This is an optimization exercise on Yosys and OpenROAD, whose aim is a short achievable clock period and few clock cycles, not a production implementation. Function was checked by simulation only, so behaviour that the tests miss may differ from the original.

==> inputs of job 3712 <==
==> flow/design.v <==
`timescale 1ns/1ps
`default_nettype none
module dcache_array (
    input  logic         CLK,
    input  logic         nRST,
    output logic [15:0]       valid,
    output logic [15:0]       dirty,
    output logic [7:0]        lru,
    output logic [16*26-1:0]  tags,
    output logic [16*32-1:0]  data0,
    output logic [16*32-1:0]  data1,
    input  logic [15:0]  fa_we0,
    input  logic [15:0]  fa_we1,
    input  logic [31:0]  fa_wd0,
    input  logic [31:0]  fa_wd1,
    input  logic [15:0]  fb_we0,
    input  logic [15:0]  fb_we1,
    input  logic [31:0]  fb_wd,
    input  logic [15:0]  tag_we,
    input  logic [25:0]  tag_wd,
    input  logic [15:0]  v_set,
    input  logic [15:0]  v_clr,
    input  logic [15:0]  d_set,
    input  logic [15:0]  d_clr,
    input  logic [7:0]   lru_we,
    input  logic         lru_wd
);
    always_ff @(posedge CLK, negedge nRST) begin
        if (!nRST) begin
            valid <= '0;
            lru   <= '0;
        end else begin
            valid <= (valid & ~v_clr) | v_set;
            for (int s = 0; s < 8; s++)
                if (lru_we[s]) lru[s] <= lru_wd;
        end
    end
    always_ff @(posedge CLK) begin
        dirty <= (dirty & ~d_clr) | d_set;
        for (int f = 0; f < 16; f++) begin
            if (tag_we[f]) tags[f*26 +: 26] <= tag_wd;
            if (fa_we0[f])      data0[f*32 +: 32] <= fa_wd0;
            else if (fb_we0[f]) data0[f*32 +: 32] <= fb_wd;
            if (fa_we1[f])      data1[f*32 +: 32] <= fa_wd1;
            else if (fb_we1[f]) data1[f*32 +: 32] <= fb_wd;
        end
    end
endmodule
`default_nettype wire
`timescale 1ns/1ps
`default_nettype none
module dcache_ctrl (
    input  logic         CLK,
    input  logic         nRST,
    input  logic         dmem_ren,
    input  logic         dmem_wen,
    input  logic [31:0]  dmem_addr,
    input  logic [31:0]  dmem_store,
    input  logic         halt,
    output logic         dhit,
    output logic [31:0]  dmem_load,
    output logic         flushed,
    output logic         mem_ren,
    output logic         mem_wen,
    output logic [31:0]  mem_addr,
    output logic [31:0]  mem_store,
    input  logic [31:0]  mem_load,
    input  logic         mem_wait,
    input  logic [15:0]       valid,
    input  logic [15:0]       dirty,
    input  logic [7:0]        lru,
    input  logic [16*26-1:0]  tags,
    input  logic [16*32-1:0]  data0,
    input  logic [16*32-1:0]  data1,
    output logic [15:0]  fa_we0,
    output logic [15:0]  fa_we1,
    output logic [31:0]  fa_wd0,
    output logic [31:0]  fa_wd1,
    output logic [15:0]  fb_we0,
    output logic [15:0]  fb_we1,
    output logic [31:0]  fb_wd,
    output logic [15:0]  tag_we,
    output logic [25:0]  tag_wd,
    output logic [15:0]  v_set,
    output logic [15:0]  v_clr,
    output logic [15:0]  d_set,
    output logic [15:0]  d_clr,
    output logic [7:0]   lru_we,
    output logic         lru_wd
);
    localparam logic [1:0] C_IDLE = 2'd0;   
    localparam logic [1:0] C_WAIT = 2'd1;   
    localparam logic [1:0] C_RESP = 2'd2;   
    localparam logic [1:0] C_HALT = 2'd3;   
    localparam logic [2:0] E_IDLE = 3'd0;
    localparam logic [2:0] E_WB0  = 3'd1;
    localparam logic [2:0] E_WB1  = 3'd2;
    localparam logic [2:0] E_RD0  = 3'd3;
    localparam logic [2:0] E_RD1  = 3'd4;
    localparam logic [2:0] E_FWB0 = 3'd5;
    localparam logic [2:0] E_FWB1 = 3'd6;
    logic [1:0]  cstate;
    logic [2:0]  estate;
    logic [2:0]  r_set;
    logic        r_way;
    logic        r_blk;
    logic        r_st;        
    logic [31:0] r_sdata;
    logic [2:0]  e_set;
    logic        e_way;
    logic [25:0] e_tag;
    logic        e_merge;     
    logic        e_blk;
    logic [31:0] e_sdata;
    logic        dhit_q;
    logic [31:0] load_q;
    logic        flushed_q;
    logic        ren_q, wen_q;
    logic [29:0] addr_q;
    logic [31:0] store_q;
    assign dhit      = dhit_q;
    assign dmem_load = load_q;
    assign flushed   = flushed_q;
    assign mem_ren   = ren_q;
    assign mem_wen   = wen_q;
    assign mem_addr  = {addr_q, 2'b00};
    assign mem_store = store_q;
    logic [25:0] c_tag;
    logic [2:0]  c_set;
    logic        c_blk;
    logic        c_req;
    assign c_tag = dmem_addr[31:6];
    assign c_set = dmem_addr[5:3];
    assign c_blk = dmem_addr[2];
    assign c_req = dmem_ren | dmem_wen;
    logic [7:0]  set_dec;
    logic [15:0] fmatch;
    logic [1:0]  hit_w;
    logic        hit;
    always_comb begin
        for (int s = 0; s < 8; s++) set_dec[s] = (c_set == 3'(s));
        for (int f = 0; f < 16; f++)
            fmatch[f] = set_dec[f % 8] && valid[f] && (tags[f*26 +: 26] == c_tag);
        hit_w[0] = |fmatch[7:0];
        hit_w[1] = |fmatch[15:8];
    end
    assign hit = hit_w[0] | hit_w[1];
    logic [31:0] w0_word, w1_word;
    logic        c_lru;
    logic [25:0] v_tag;
    logic [31:0] v_data0;
    logic        v_dirty;
    logic [3:0]  c_f0, c_f1, c_fv;
    assign c_f0    = {1'b0, c_set};
    assign c_f1    = {1'b1, c_set};
    assign c_lru   = lru[c_set];
    assign c_fv    = {c_lru, c_set};
    assign w0_word = c_blk ? data1[c_f0*32 +: 32] : data0[c_f0*32 +: 32];
    assign w1_word = c_blk ? data1[c_f1*32 +: 32] : data0[c_f1*32 +: 32];
    assign v_tag   = tags[c_fv*26 +: 26];
    assign v_data0 = data0[c_fv*32 +: 32];
    assign v_dirty = valid[c_fv] && dirty[c_fv];
    logic [15:0] fdirty;
    logic        fl_any;
    logic [3:0]  fl_f;
    always_comb begin
        fdirty = valid & dirty;
        fl_any = |fdirty;
        fl_f   = '0;
        for (int f = 15; f >= 0; f--) if (fdirty[f]) fl_f = 4'(f);
    end
    logic [3:0] e_f;
    assign e_f = {e_way, e_set};
    logic e_busy;
    assign e_busy = (estate != E_IDLE);
    logic xfer;
    assign xfer = !mem_wait;    
    always_ff @(posedge CLK, negedge nRST) begin
        if (!nRST) begin
            cstate    <= C_IDLE;
            estate    <= E_IDLE;
            dhit_q    <= 1'b0;
            flushed_q <= 1'b0;
            ren_q     <= 1'b0;
            wen_q     <= 1'b0;
        end else begin
            dhit_q <= 1'b0;
            case (cstate)
                C_IDLE: begin
                    if (c_req) begin
                        if (hit) begin
                            dhit_q <= 1'b1;
                            cstate <= C_RESP;
                        end else if (!e_busy) begin
                            estate <= v_dirty ? E_WB0 : E_RD0;
                            wen_q  <= v_dirty;
                            ren_q  <= !v_dirty;
                            if (dmem_wen) begin
                                dhit_q <= 1'b1;
                                cstate <= C_RESP;
                            end else begin
                                cstate <= C_WAIT;
                            end
                        end
                    end else if (halt && !e_busy) begin
                        cstate <= C_HALT;
                        if (fl_any) begin
                            estate <= E_FWB0;
                            wen_q  <= 1'b1;
                        end else begin
                            flushed_q <= 1'b1;
                        end
                    end
                end
                C_WAIT: begin
                    if (xfer && ((estate == E_RD0 && !e_blk) || (estate == E_RD1))) begin
                        dhit_q <= 1'b1;
                        cstate <= C_RESP;
                    end
                end
                C_RESP:  cstate <= C_IDLE;
                default: ;
            endcase
            case (estate)
                E_WB0:  if (xfer) estate <= E_WB1;
                E_WB1:  if (xfer) begin
                    estate <= E_RD0;
                    wen_q  <= 1'b0;
                    ren_q  <= 1'b1;
                end
                E_RD0:  if (xfer) estate <= E_RD1;
                E_RD1:  if (xfer) begin
                    estate <= E_IDLE;
                    ren_q  <= 1'b0;
                end
                E_FWB0: if (xfer) estate <= E_FWB1;
                E_FWB1: if (xfer) begin
                    if (fl_any) begin
                        estate <= E_FWB0;
                    end else begin
                        estate    <= E_IDLE;
                        wen_q     <= 1'b0;
                        flushed_q <= 1'b1;
                    end
                end
                default: ;
            endcase
        end
    end
    always_ff @(posedge CLK) begin
        case (cstate)
            C_IDLE: begin
                r_set   <= c_set;
                r_way   <= hit ? hit_w[1] : c_lru;
                r_blk   <= c_blk;
                r_st    <= dmem_wen && hit;
                r_sdata <= dmem_store;
                load_q  <= hit_w[1] ? w1_word : w0_word;
            end
            C_WAIT: begin
                load_q <= mem_load;
            end
            default: ;
        endcase
        case (estate)
            E_IDLE: begin
                if (cstate == C_IDLE && !c_req) begin
                    e_set   <= fl_f[2:0];
                    e_way   <= fl_f[3];
                    addr_q  <= {tags[fl_f*26 +: 26], fl_f[2:0], 1'b0};
                    store_q <= data0[fl_f*32 +: 32];
                end else begin
                    e_set   <= c_set;
                    e_way   <= c_lru;
                    e_tag   <= c_tag;
                    e_merge <= dmem_wen;
                    e_blk   <= c_blk;
                    e_sdata <= dmem_store;
                    addr_q  <= {v_dirty ? v_tag : c_tag, c_set, 1'b0};
                    store_q <= v_data0;
                end
            end
            E_WB0, E_FWB0: if (xfer) begin
                addr_q[0] <= 1'b1;
                store_q   <= data1[e_f*32 +: 32];
            end
            E_WB1: if (xfer) begin
                addr_q <= {e_tag, e_set, 1'b0};
            end
            E_RD0: if (xfer) begin
                addr_q[0] <= 1'b1;
            end
            E_FWB1: if (xfer) begin
                e_set   <= fl_f[2:0];
                e_way   <= fl_f[3];
                addr_q  <= {tags[fl_f*26 +: 26], fl_f[2:0], 1'b0};
                store_q <= data0[fl_f*32 +: 32];
            end
            default: ;
        endcase
    end
    logic launch;
    assign launch = (cstate == C_IDLE) && c_req && !hit && !e_busy;
    always_comb begin
        fa_we0 = '0;
        fa_we1 = '0;
        fb_we0 = '0;
        fb_we1 = '0;
        tag_we = '0;
        v_set  = '0;
        v_clr  = '0;
        d_set  = '0;
        d_clr  = '0;
        lru_we = '0;
        fa_wd0 = (e_merge && !e_blk) ? e_sdata : mem_load;
        fa_wd1 = (e_merge &&  e_blk) ? e_sdata : mem_load;
        fb_wd  = r_sdata;
        tag_wd = e_tag;
        lru_wd = !r_way;
        if (launch) v_clr[c_fv] = 1'b1;
        if (xfer && estate == E_RD0) fa_we0[e_f] = 1'b1;
        if (xfer && estate == E_RD1) begin
            fa_we1[e_f] = 1'b1;
            tag_we[e_f] = 1'b1;
            v_set[e_f]  = 1'b1;
            if (e_merge) d_set[e_f] = 1'b1;
            else         d_clr[e_f] = 1'b1;
        end
        if (xfer && estate == E_FWB0) d_clr[e_f] = 1'b1;
        if (cstate == C_RESP) begin
            lru_we[r_set] = 1'b1;
            if (r_st) begin
                d_set[{r_way, r_set}] = 1'b1;
                if (r_blk) fb_we1[{r_way, r_set}] = 1'b1;
                else       fb_we0[{r_way, r_set}] = 1'b1;
            end
        end
    end
endmodule
`default_nettype wire
`timescale 1ns/1ps
`default_nettype none
module dcache_top (
    input  logic  CLK,
    input  logic  nRST,
    input  logic  dmem_ren,
    input  logic  dmem_wen,
    input  logic [31:0] dmem_addr,
    input  logic [31:0] dmem_store,
    input  logic  halt,
    output logic  dhit,
    output logic [31:0] dmem_load,
    output logic  flushed,
    output logic  mem_ren,
    output logic  mem_wen,
    output logic [31:0] mem_addr,
    output logic [31:0] mem_store,
    input  logic [31:0] mem_load,
    input  logic  mem_wait
);
    logic [15:0]       valid;
    logic [15:0]       dirty;
    logic [7:0]        lru;
    logic [16*26-1:0]  tags;
    logic [16*32-1:0]  data0;
    logic [16*32-1:0]  data1;
    logic [15:0]  fa_we0;
    logic [15:0]  fa_we1;
    logic [31:0]  fa_wd0;
    logic [31:0]  fa_wd1;
    logic [15:0]  fb_we0;
    logic [15:0]  fb_we1;
    logic [31:0]  fb_wd;
    logic [15:0]  tag_we;
    logic [25:0]  tag_wd;
    logic [15:0]  v_set;
    logic [15:0]  v_clr;
    logic [15:0]  d_set;
    logic [15:0]  d_clr;
    logic [7:0]   lru_we;
    logic         lru_wd;
    dcache_array u_array (
        .CLK    (CLK),
        .nRST   (nRST),
        .valid  (valid),
        .dirty  (dirty),
        .lru    (lru),
        .tags   (tags),
        .data0  (data0),
        .data1  (data1),
        .fa_we0 (fa_we0),
        .fa_we1 (fa_we1),
        .fa_wd0 (fa_wd0),
        .fa_wd1 (fa_wd1),
        .fb_we0 (fb_we0),
        .fb_we1 (fb_we1),
        .fb_wd  (fb_wd),
        .tag_we (tag_we),
        .tag_wd (tag_wd),
        .v_set  (v_set),
        .v_clr  (v_clr),
        .d_set  (d_set),
        .d_clr  (d_clr),
        .lru_we (lru_we),
        .lru_wd (lru_wd)
    );
    dcache_ctrl u_ctrl (
        .CLK        (CLK),
        .nRST       (nRST),
        .dmem_ren   (dmem_ren),
        .dmem_wen   (dmem_wen),
        .dmem_addr  (dmem_addr),
        .dmem_store (dmem_store),
        .halt       (halt),
        .dhit       (dhit),
        .dmem_load  (dmem_load),
        .flushed    (flushed),
        .mem_ren    (mem_ren),
        .mem_wen    (mem_wen),
        .mem_addr   (mem_addr),
        .mem_store  (mem_store),
        .mem_load   (mem_load),
        .mem_wait   (mem_wait),
        .valid      (valid),
        .dirty      (dirty),
        .lru        (lru),
        .tags       (tags),
        .data0      (data0),
        .data1      (data1),
        .fa_we0     (fa_we0),
        .fa_we1     (fa_we1),
        .fa_wd0     (fa_wd0),
        .fa_wd1     (fa_wd1),
        .fb_we0     (fb_we0),
        .fb_we1     (fb_we1),
        .fb_wd      (fb_wd),
        .tag_we     (tag_we),
        .tag_wd     (tag_wd),
        .v_set      (v_set),
        .v_clr      (v_clr),
        .d_set      (d_set),
        .d_clr      (d_clr),
        .lru_we     (lru_we),
        .lru_wd     (lru_wd)
    );
endmodule
`default_nettype wire
==> flow/run.sh <==
#!/bin/bash
# synth_recipe.tcl (not shown) runs the flow's synth.tcl, then flattens the netlist and writes it again
# the make line also repeats each setting of config.mk as NAME=value (left out here)
make -C /OpenROAD-flow-scripts/flow DESIGN_CONFIG=/design/flow/config.mk WORK_HOME=/design/flow/orfs CLKGATE_MAP_FILE= SYNTH_SCRIPT=/design/flow/synth_recipe.tcl finish
==> flow/config.mk <==
export PLATFORM = sky130hd
export DESIGN_NAME = dcache_top
export DESIGN_NICKNAME = dcache_top
export VERILOG_FILES = /design/flow/design.v
export SDC_FILE = /design/flow/constraint.sdc
export NUM_CORES = 4
export LEC_CHECK = 0
export CAP_MARGIN = 20
export CORE_MARGIN = 2
export CORE_UTILIZATION = 40
export SETUP_SLACK_MARGIN = 0.2
export SLEW_MARGIN = 20
==> flow/constraint.sdc <==
create_clock -name core_clock -period 10.0 [get_ports {CLK}]
set_input_delay 2.0000 -clock core_clock [delete_from_list [all_inputs] [get_ports {CLK}]]
set_output_delay 2.0000 -clock core_clock [all_outputs]
set_load 0.01 [all_outputs]
==> job 5663: changes against job 3712 <==
==> flow/design.v, changed modules only <==
module dcache_array (
    input  logic         CLK,
    input  logic         nRST,
    output logic [15:0]       valid,
    output logic [15:0]       dirty,
    output logic [7:0]        lru,
    output logic [16*26-1:0]  tags,
    output logic [16*32-1:0]  data0,
    output logic [16*32-1:0]  data1,
    input  logic [15:0]  fa_we0,
    input  logic [15:0]  fa_we1,
    input  logic [31:0]  fa_wd0,
    input  logic [31:0]  fa_wd1,
    input  logic [15:0]  fb_we0,
    input  logic [15:0]  fb_we1,
    input  logic [31:0]  fb_wd,
    input  logic [15:0]  tag_we,
    input  logic [25:0]  tag_wd,
    input  logic [15:0]  v_set,
    input  logic [15:0]  v_clr,
    input  logic [15:0]  d_set,
    input  logic [15:0]  d_clr,
    input  logic [7:0]   lru_we,
    input  logic         lru_wd
);
    always_ff @(posedge CLK, negedge nRST) begin
        if (!nRST) begin
            valid <= '0;
            lru   <= '0;
        end else begin
            valid <= (valid | v_set) & ~v_clr;
            for (int s = 0; s < 8; s++)
                if (lru_we[s]) lru[s] <= lru_wd;
        end
    end
    always_ff @(posedge CLK) begin
        dirty <= (dirty & ~d_clr) | d_set;
        for (int f = 0; f < 16; f++) begin
            if (tag_we[f]) tags[f*26 +: 26] <= tag_wd;
            if (fa_we0[f])      data0[f*32 +: 32] <= fa_wd0;
            else if (fb_we0[f]) data0[f*32 +: 32] <= fb_wd;
            if (fa_we1[f])      data1[f*32 +: 32] <= fa_wd1;
            else if (fb_we1[f]) data1[f*32 +: 32] <= fb_wd;
        end
    end
endmodule
module dcache_ctrl (
    input  logic         CLK,
    input  logic         nRST,
    input  logic         dmem_ren,
    input  logic         dmem_wen,
    input  logic [31:0]  dmem_addr,
    input  logic [31:0]  dmem_store,
    input  logic         halt,
    output logic         dhit,
    output logic [31:0]  dmem_load,
    output logic         flushed,
    output logic         mem_ren,
    output logic         mem_wen,
    output logic [31:0]  mem_addr,
    output logic [31:0]  mem_store,
    input  logic [31:0]  mem_load,
    input  logic         mem_wait,
    input  logic [15:0]       valid,
    input  logic [15:0]       dirty,
    input  logic [7:0]        lru,
    input  logic [16*26-1:0]  tags,
    input  logic [16*32-1:0]  data0,
    input  logic [16*32-1:0]  data1,
    output logic [15:0]  fa_we0,
    output logic [15:0]  fa_we1,
    output logic [31:0]  fa_wd0,
    output logic [31:0]  fa_wd1,
    output logic [15:0]  fb_we0,
    output logic [15:0]  fb_we1,
    output logic [31:0]  fb_wd,
    output logic [15:0]  tag_we,
    output logic [25:0]  tag_wd,
    output logic [15:0]  v_set,
    output logic [15:0]  v_clr,
    output logic [15:0]  d_set,
    output logic [15:0]  d_clr,
    output logic [7:0]   lru_we,
    output logic         lru_wd
);
    localparam logic [1:0] C_IDLE = 2'd0;   
    localparam logic [1:0] C_RESP = 2'd2;   
    localparam logic [1:0] C_HALT = 2'd3;   
    localparam logic [2:0] E_IDLE = 3'd0;
    localparam logic [2:0] E_WB0  = 3'd1;
    localparam logic [2:0] E_WB1  = 3'd2;
    localparam logic [2:0] E_RD0  = 3'd3;
    localparam logic [2:0] E_RD1  = 3'd4;
    localparam logic [2:0] E_FWB0 = 3'd5;
    localparam logic [2:0] E_FWB1 = 3'd6;
    logic [1:0]  cstate;
    logic [2:0]  estate;
    logic [2:0]  r_set;
    logic        r_way;
    logic        r_blk;
    logic        r_st;        
    logic        r_m0, r_m1;  
    logic [31:0] r_sdata;
    logic        launch_q;    
    logic [2:0]  e_set;
    logic        e_way;
    logic [25:0] e_tag;
    logic        e_m0, e_m1;    
    logic [31:0] e_sd0, e_sd1;
    logic        dhit_q;
    logic [31:0] load_q;
    logic        flushed_q;
    logic        ren_q, wen_q;
    logic [29:0] addr_q;
    logic [31:0] store_q;
    assign dhit      = dhit_q;
    assign dmem_load = load_q;
    assign flushed   = flushed_q;
    assign mem_ren   = ren_q;
    assign mem_wen   = wen_q;
    assign mem_addr  = {addr_q, 2'b00};
    assign mem_store = store_q;
    logic [25:0] c_tag;
    logic [2:0]  c_set;
    logic        c_blk;
    logic        c_req;
    assign c_tag = dmem_addr[31:6];
    assign c_set = dmem_addr[5:3];
    assign c_blk = dmem_addr[2];
    assign c_req = dmem_ren | dmem_wen;
    logic [7:0]  set_dec;
    logic [15:0] fmatch;
    logic [1:0]  hit_w;
    logic        hit;
    always_comb begin
        for (int s = 0; s < 8; s++) set_dec[s] = (c_set == 3'(s));
        for (int f = 0; f < 16; f++)
            fmatch[f] = set_dec[f % 8] && valid[f] && (tags[f*26 +: 26] == c_tag);
        hit_w[0] = |fmatch[7:0];
        hit_w[1] = |fmatch[15:8];
    end
    assign hit = hit_w[0] | hit_w[1];
    logic [3:0] e_f;
    assign e_f = {e_way, e_set};
    logic e_busy;
    assign e_busy = (estate != E_IDLE);
    logic xfer;
    assign xfer = !mem_wait;    
    logic fin;                  
    assign fin = xfer && (estate == E_RD1);
    logic e_free;               
    assign e_free = !e_busy || (fin && (c_set != e_set));
    logic [31:0] w0_word, w1_word;
    logic        c_lru;
    logic [25:0] v_tag;
    logic [31:0] v_data0;
    logic        v_dirty;
    logic [3:0]  c_f0, c_f1, c_fv;
    assign c_f0    = {1'b0, c_set};
    assign c_f1    = {1'b1, c_set};
    assign c_lru   = lru[c_set];
    assign c_fv    = {c_lru, c_set};
    assign w0_word = c_blk ? data1[c_f0*32 +: 32] : data0[c_f0*32 +: 32];
    assign w1_word = c_blk ? data1[c_f1*32 +: 32] : data0[c_f1*32 +: 32];
    logic [25:0] vs_tag   [8];
    logic [31:0] vs_data0 [8];
    logic [7:0]  vs_dirty;
    always_comb begin
        for (int i = 0; i < 8; i++) begin
            vs_tag[i]   = lru[i] ? tags[(8+i)*26 +: 26] : tags[i*26 +: 26];
            vs_data0[i] = lru[i] ? data0[(8+i)*32 +: 32] : data0[i*32 +: 32];
            vs_dirty[i] = lru[i] ? (valid[8+i] && dirty[8+i]) : (valid[i] && dirty[i]);
        end
    end
    assign v_tag   = vs_tag[c_set];
    assign v_data0 = vs_data0[c_set];
    assign v_dirty = vs_dirty[c_set];
    logic [15:0] fdirty;
    logic        fl_any;
    logic [3:0]  fl_f;
    always_comb begin
        fdirty = valid & dirty;
        fl_any = |fdirty;
        fl_f   = '0;
        for (int f = 15; f >= 0; f--) if (fdirty[f]) fl_f = 4'(f);
    end
    logic same;
    assign same = e_busy && (estate == E_WB0 || estate == E_WB1 || estate == E_RD0
                             || estate == E_RD1)
               && (c_set == e_set) && (c_tag == e_tag);
    logic        s_merged, s_filled, s_arrive;
    logic [31:0] s_word;
    always_comb begin
        s_merged = c_blk ? e_m1 : e_m0;
        s_filled = !c_blk && (estate == E_RD1);
        s_arrive = xfer && (c_blk ? (estate == E_RD1) : (estate == E_RD0));
        if (s_merged)      s_word = c_blk ? e_sd1 : e_sd0;
        else if (s_filled) s_word = data0[e_f*32 +: 32];
        else               s_word = mem_load;
    end
    logic s_ok;                 
    assign s_ok = same && (dmem_wen ? !fin : (s_merged || s_filled || s_arrive));
    logic launch;               
    assign launch = (cstate == C_IDLE) && c_req && !hit && !same && e_free;
    logic e_take;               
    assign e_take = !e_busy || fin;
    logic pm0, pm1;
    assign pm0 = (cstate == C_RESP) && r_m0;
    assign pm1 = (cstate == C_RESP) && r_m1;
    logic s_st;                 
    assign s_st = (cstate == C_IDLE) && c_req && dmem_wen && same && !fin;
    always_ff @(posedge CLK, negedge nRST) begin
        if (!nRST) begin
            cstate    <= C_IDLE;
            estate    <= E_IDLE;
            dhit_q    <= 1'b0;
            flushed_q <= 1'b0;
            ren_q     <= 1'b0;
            wen_q     <= 1'b0;
            launch_q  <= 1'b0;
        end else begin
            dhit_q   <= 1'b0;
            launch_q <= launch;
            case (cstate)
                C_IDLE: begin
                    if (c_req) begin
                        if (hit || s_ok) begin
                            dhit_q <= 1'b1;
                            cstate <= C_RESP;
                        end else if (e_free && !same) begin
                            if (dmem_wen) begin
                                dhit_q <= 1'b1;
                                cstate <= C_RESP;
                            end
                        end
                    end else if (halt && !e_busy) begin
                        cstate <= C_HALT;
                        if (fl_any) begin
                            estate <= E_FWB0;
                            wen_q  <= 1'b1;
                        end else begin
                            flushed_q <= 1'b1;
                        end
                    end
                end
                C_RESP:  cstate <= C_IDLE;
                default: ;
            endcase
            case (estate)
                E_WB0:  if (xfer) estate <= E_WB1;
                E_WB1:  if (xfer) begin
                    estate <= E_RD0;
                    wen_q  <= 1'b0;
                    ren_q  <= 1'b1;
                end
                E_RD0:  if (xfer) estate <= E_RD1;
                E_RD1:  if (xfer) begin
                    estate <= E_IDLE;
                    ren_q  <= 1'b0;
                end
                E_FWB0: if (xfer) estate <= E_FWB1;
                E_FWB1: if (xfer) begin
                    if (fl_any) begin
                        estate <= E_FWB0;
                    end else begin
                        estate    <= E_IDLE;
                        wen_q     <= 1'b0;
                        flushed_q <= 1'b1;
                    end
                end
                default: ;
            endcase
            if (launch) begin
                estate <= v_dirty ? E_WB0 : E_RD0;
                wen_q  <= v_dirty;
                ren_q  <= !v_dirty;
            end
        end
    end
    always_ff @(posedge CLK) begin
        case (cstate)
            C_IDLE: begin
                r_set   <= c_set;
                r_way   <= hit ? hit_w[1] : (same ? e_way : c_lru);
                r_blk   <= c_blk;
                r_st    <= dmem_wen && hit;
                r_m0    <= s_st && !c_blk;
                r_m1    <= s_st &&  c_blk;
                r_sdata <= dmem_store;
                load_q  <= hit ? (hit_w[1] ? w1_word : w0_word) : s_word;
            end
            default: ;
        endcase
        case (estate)
            E_WB0, E_FWB0: if (xfer) begin
                addr_q[0] <= 1'b1;
                store_q   <= data1[e_f*32 +: 32];
            end
            E_WB1: if (xfer) begin
                addr_q <= {e_tag, e_set, 1'b0};
            end
            E_RD0: if (xfer) begin
                addr_q[0] <= 1'b1;
            end
            E_FWB1: if (xfer) begin
                e_set   <= fl_f[2:0];
                e_way   <= fl_f[3];
                addr_q  <= {tags[fl_f*26 +: 26], fl_f[2:0], 1'b0};
                store_q <= data0[fl_f*32 +: 32];
            end
            default: ;
        endcase
        if (cstate == C_IDLE && e_take && !c_req) begin
            e_set   <= fl_f[2:0];
            e_way   <= fl_f[3];
            addr_q  <= {tags[fl_f*26 +: 26], fl_f[2:0], 1'b0};
            store_q <= data0[fl_f*32 +: 32];
        end
        if (cstate == C_IDLE && e_take && c_req) begin
            e_set   <= c_set;
            e_way   <= c_lru;
            e_tag   <= c_tag;
            e_m0    <= dmem_wen && !c_blk;
            e_m1    <= dmem_wen &&  c_blk;
            e_sd0   <= dmem_store;
            e_sd1   <= dmem_store;
            addr_q  <= {v_dirty ? v_tag : c_tag, c_set, 1'b0};
            store_q <= v_data0;
        end
        if (pm0) begin
            e_m0  <= 1'b1;
            e_sd0 <= r_sdata;
        end
        if (pm1) begin
            e_m1  <= 1'b1;
            e_sd1 <= r_sdata;
        end
    end
    always_comb begin
        fa_we0 = '0;
        fa_we1 = '0;
        fb_we0 = '0;
        fb_we1 = '0;
        tag_we = '0;
        v_set  = '0;
        v_clr  = '0;
        d_set  = '0;
        d_clr  = '0;
        lru_we = '0;
        fa_wd0 = pm0 ? r_sdata : (e_m0 ? e_sd0 : mem_load);
        fa_wd1 = pm1 ? r_sdata : (e_m1 ? e_sd1 : mem_load);
        fb_wd  = r_sdata;
        tag_wd = e_tag;
        lru_wd = !r_way;
        if (launch_q) v_clr[e_f] = 1'b1;
        if (xfer && estate == E_RD0) fa_we0[e_f] = 1'b1;
        if (xfer && estate == E_RD1) begin
            fa_we0[e_f] = e_m0 || pm0;
            fa_we1[e_f] = 1'b1;
            tag_we[e_f] = 1'b1;
            v_set[e_f]  = 1'b1;
            if (e_m0 || e_m1 || pm0 || pm1) d_set[e_f] = 1'b1;
            else              d_clr[e_f] = 1'b1;
        end
        if (xfer && estate == E_FWB0) d_clr[e_f] = 1'b1;
        if (cstate == C_RESP) begin
            lru_we[r_set] = 1'b1;
            if (r_st) begin
                d_set[{r_way, r_set}] = 1'b1;
                if (r_blk) fb_we1[{r_way, r_set}] = 1'b1;
                else       fb_we0[{r_way, r_set}] = 1'b1;
            end
        end
    end
endmodule
==> flow/flow/run.sh (new file) <==
#!/bin/bash
set -euo pipefail
bash standard.sh SETUP_SLACK_MARGIN=6.5 finish > standard.log 2>&1
==> flow/standard.sh (new file) <==
#!/bin/bash
# synth_recipe.tcl (not shown) runs the flow's synth.tcl, then flattens the netlist and writes it again
# the make line also repeats each setting of config.mk as NAME=value (left out here)
make -C /OpenROAD-flow-scripts/flow DESIGN_CONFIG=/design/flow/config.mk WORK_HOME=/design/flow/orfs CLKGATE_MAP_FILE= SYNTH_SCRIPT=/design/flow/synth_recipe.tcl "${@:-finish}"
ABC_CLOCK_PERIOD_IN_PS = 3000   (was not set)
CORE_UTILIZATION = 30   (was 40)
SETUP_SLACK_MARGIN = not set   (was 0.2)
TNS_END_PERCENT = 100   (was not set)
removed: flow/run.sh
==> run notes <==
----------------------------------------------------
[Route]
  Initial DRC count ... between 20k and 25k

[Synth]
  Number of cells produced by synthesis ... a little under 10k
  Fraction of synthesized cell area taken by the top area cell type ... between 40% and 50%

[Placed design]
  Placed cell count ... ~14k

[Run status]
  Run status ... no timing/DRC/antenna violations

[Setup path]
  Slowest CP cell ... dfxtp_4

----------------------------------------------------
# the run above: job 5663

==> run notes <==
----------------------------------------------------
[GRT]
  Met1 global-route usage ... between 30% and 40%

[Setup path]
  Slowest CP cell ... clkdlybuf4s50_1

[Synth]
  Number of cells produced by synthesis ... between 8k and 9k
  Fraction of synthesized cell area taken by the top area cell type ... 51.5%
  Async set-or-reset flop fraction in the synthesized netlist ... between 1.5 and 2%

[Timing]
  Actual transition at the worst max-transition pin ... roughly 1.2 ns

[Run status]
  Run status ... no timing/DRC/antenna violations

[Placed design]
  Placed cell count ... approximately 11k

----------------------------------------------------
# the run above: job 3712

Testbench counts of job 3712, summed over its fixed seeds: cycles 66,852.
Testbench counts of job 5663, summed over its fixed seeds: cycles 62,639.

afterwards: timing with drivers on the ports:
No port has a modelled driver above. Below, the same layouts with a new extraction and two added sets of constraints.
Step 1 (the two cells are an assumption about what drives the block):
set clk [get_ports {CLK}]
set_driving_cell -lib_cell sky130_fd_sc_hd__clkbuf_16 $clk
set_driving_cell -lib_cell sky130_fd_sc_hd__buf_2 [delete_from_list [all_inputs] $clk]
Step 2 moves the port delays by t, midway between the first and last clock arrival at a register: inputs arrive t later, outputs are due t later. That takes back most of the time a late clock gives input paths.
a / b / c = no drivers / after step 1 / after step 2; a / b = the first two.
run	shift t [ns]	setup WS [ns]	worst setup path at the end	clock arrival spread, ns	pins driven straight from the clock port
job 3712	0.930	3.822 / 3.873 / 2.943	input to register	0.086 / 0.086	1
job 5663	1.019	5.813 / 5.702 / 4.683	input to register	0.127 / 0.127	1
After both steps every run listed still meets setup and hold. For job 5663, which loses most, drivers alone change the setup slack by -0.111 ns; drivers and shift together by -1.130 ns.
